This design comes from an exercise in tuning for small area on the open sky130 flow, not from production work. Function was checked by simulation only, so behaviour that the tests miss may differ from the original. Power and IR drop assume default switching activity.

==> flow/design.v (excerpt) <==
module tracker_top #(
    parameter logic [3:0] R_LO       = 4'd8,
    parameter logic [3:0] R_HI       = 4'd15,
    parameter logic [3:0] G_LO       = 4'd0,
    parameter logic [3:0] G_HI       = 4'd5,
    parameter logic [3:0] B_LO       = 4'd0,
    parameter logic [3:0] B_HI       = 4'd5,
    parameter int         BOX_RADIUS = 15
) (
    input  logic                clk_65mhz,
    input  logic                rst_n,
    input  tracker_pkg::rgb_t   pixel_rgb,   
    input  logic                show_mask,
    input  logic                show_markers,
    output tracker_pkg::h_pos_t pixel_h,
    output tracker_pkg::v_pos_t pixel_v,
    output logic [3:0]          vga_r,
    output logic [3:0]          vga_g,
    output logic [3:0]          vga_b,
    output logic                vga_hs,
    output logic                vga_vs,
    output tracker_pkg::h_pos_t ball_h,
    output tracker_pkg::v_pos_t ball_v,
    output tracker_pkg::h_pos_t target_h,
    output tracker_pkg::v_pos_t target_v,
    output logic                result_valid,
    output logic                ball_low,
    output logic                ball_high,
    output logic                ball_centered
);
For scale: ~1200 cells after synthesis, about 97 I/O pins, ~0.013 mm² of cells after synthesis.
Settings: LEC_CHECK=0, CAP_MARGIN=20, CORE_MARGIN=2, CORE_UTILIZATION=70, SLEW_MARGIN=20; clock period 10.0 ns.
standard.sh (not shown) runs the stock make flow with config.mk's settings and CLKGATE_MAP_FILE= SYNTH_SCRIPT=/design/flow/synth_recipe.tcl, a recipe that flattens the netlist after the stock synthesis.
==> flow/flow/run.sh <==
#!/bin/bash
# The standard layout, with two changes: the port buffers use the smallest
# buffer cell, and the clock tree clusters up to 16 flip-flops per leaf buffer
# without dummy loads. Each tool's output goes to a log in this folder
# (make's in flow.log; ORFS's per-step logs under orfs/logs/).
set -euo pipefail
export BUFFER_PORTS_ARGS="-buffer_cell sky130_fd_sc_hd__buf_1"
export CTS_ARGS="-sink_clustering_enable -repair_clock_nets -dont_use_dummy_load -buf_list sky130_fd_sc_hd__clkbuf_8 -sink_clustering_size 16 -sink_clustering_max_diameter 80"
bash standard.sh > flow.log 2>&1
Next try:
--- a/flow/design.v
+++ b/flow/design.v
@@ -186,31 +186,29 @@
     assign clear = (h == 11'd29) && v_zero;
     always_ff @(posedge clk_65mhz) begin
         ball_n <= clear ? 17'd0 : ball_n_inc;
         tgt_n  <= clear ? 17'd0 : tgt_n_inc;
     end
     logic line511, div_v, div_h, step;
     assign line511 = ~v[9] & (&v[8:0]);
     assign div_v   = v[9] | (line511 & h[10] & h[8] & (&h[5:1]));   
     assign div_h   = v[9] | (line511 & h[10] & h[8] & (&h[5:3]) & (h[2] | h[1]));   
-    logic div_th;
-    assign div_th  = v[9] & ((v[8:0] != 9'd0) | h[10] | h[9] | ((&h[8:3]) & (h[2] | h[1])));
     assign step    = ~h[0];
     logic [8:0] ball_hq, ball_vq, tgt_vq;
     logic [9:0] tgt_hq;
     centroid_accumulator #(.W(26), .PW(9), .QW(9)) acc_bh (
         .clk_65mhz, .clear, .sample(ball_hit), .pos(h[8:0]), .div(div_h), .step, .cnt(ball_n),
         .qpos(h[9:1]), .quo(ball_hq));
     centroid_accumulator #(.W(26), .PW(9), .QW(9)) acc_bv (
         .clk_65mhz, .clear, .sample(ball_hit), .pos(v[8:0]), .div(div_v), .step, .cnt(ball_n),
         .qpos(h[9:1]), .quo(ball_vq));
-    centroid_accumulator #(.W(26), .PW(9), .QW(10)) acc_th (
-        .clk_65mhz, .clear, .sample(tgt_hit), .pos({h[9], h[7:0]}), .div(div_th), .step, .cnt(tgt_n),
+    centroid_accumulator #(.W(27), .PW(10), .QW(10)) acc_th (
+        .clk_65mhz, .clear, .sample(tgt_hit), .pos(h[9:0]), .div(div_h), .step, .cnt(tgt_n),
         .qpos(h[10:1]), .quo(tgt_hq));
     centroid_accumulator #(.W(26), .PW(9), .QW(9)) acc_tv (
         .clk_65mhz, .clear, .sample(tgt_hit), .pos(v[8:0]), .div(div_v), .step, .cnt(tgt_n),
         .qpos(h[9:1]), .quo(tgt_vq));
     logic [8:0] bh, bv, tv;
     logic [9:0] th;
     logic       load;
     assign load = clear && started;
     always_ff @(posedge clk_65mhz or negedge rst_n) begin
After rerunning: The changed run completed with no timing, DRC or antenna violations. Clock power barely changes. Setup slack loses 280 ps. Register-to-register slack gets worse by 280 ps. Routed wire length went up slightly. Sequential power rose slightly. Core utilization decreases by 0.26 points. Clock skew went down by 26 ps. Final cell count went up slightly. Cell area is about the same. Die area went up slightly. Count of clock-buffer cells in the layout does not change. Non-clock buffer count falls by 1.

[afterwards: timing with drivers on the ports]
The results above use ideal ports. As a check the final layouts listed here were re-extracted and re-timed, cells and wires unchanged.
Step 1 assumes that a clkbuf_16 drives the clock port and a buf_2 every other input.
Step 2 times the ports against the registers' clock, not the clock port: input delays grow and output delays shrink by t, the midpoint of the rising clock arrivals with the driver on.
Slacks: ideal ports / drivers / drivers and shift; pairs: ideal ports / drivers.
run | t, ns | setup slack, ns | worst setup path at the end | worst slew at a driven data input, ns | pins driven straight from the clock port
the first run | 0.550 | 1.905 / 1.905 / 1.905 | register to register | 0.04 | 1
the second run | 0.553 | 1.626 / 1.626 / 1.626 | register to register | 0.04 | 1
After both steps setup and hold are still met in every run listed.
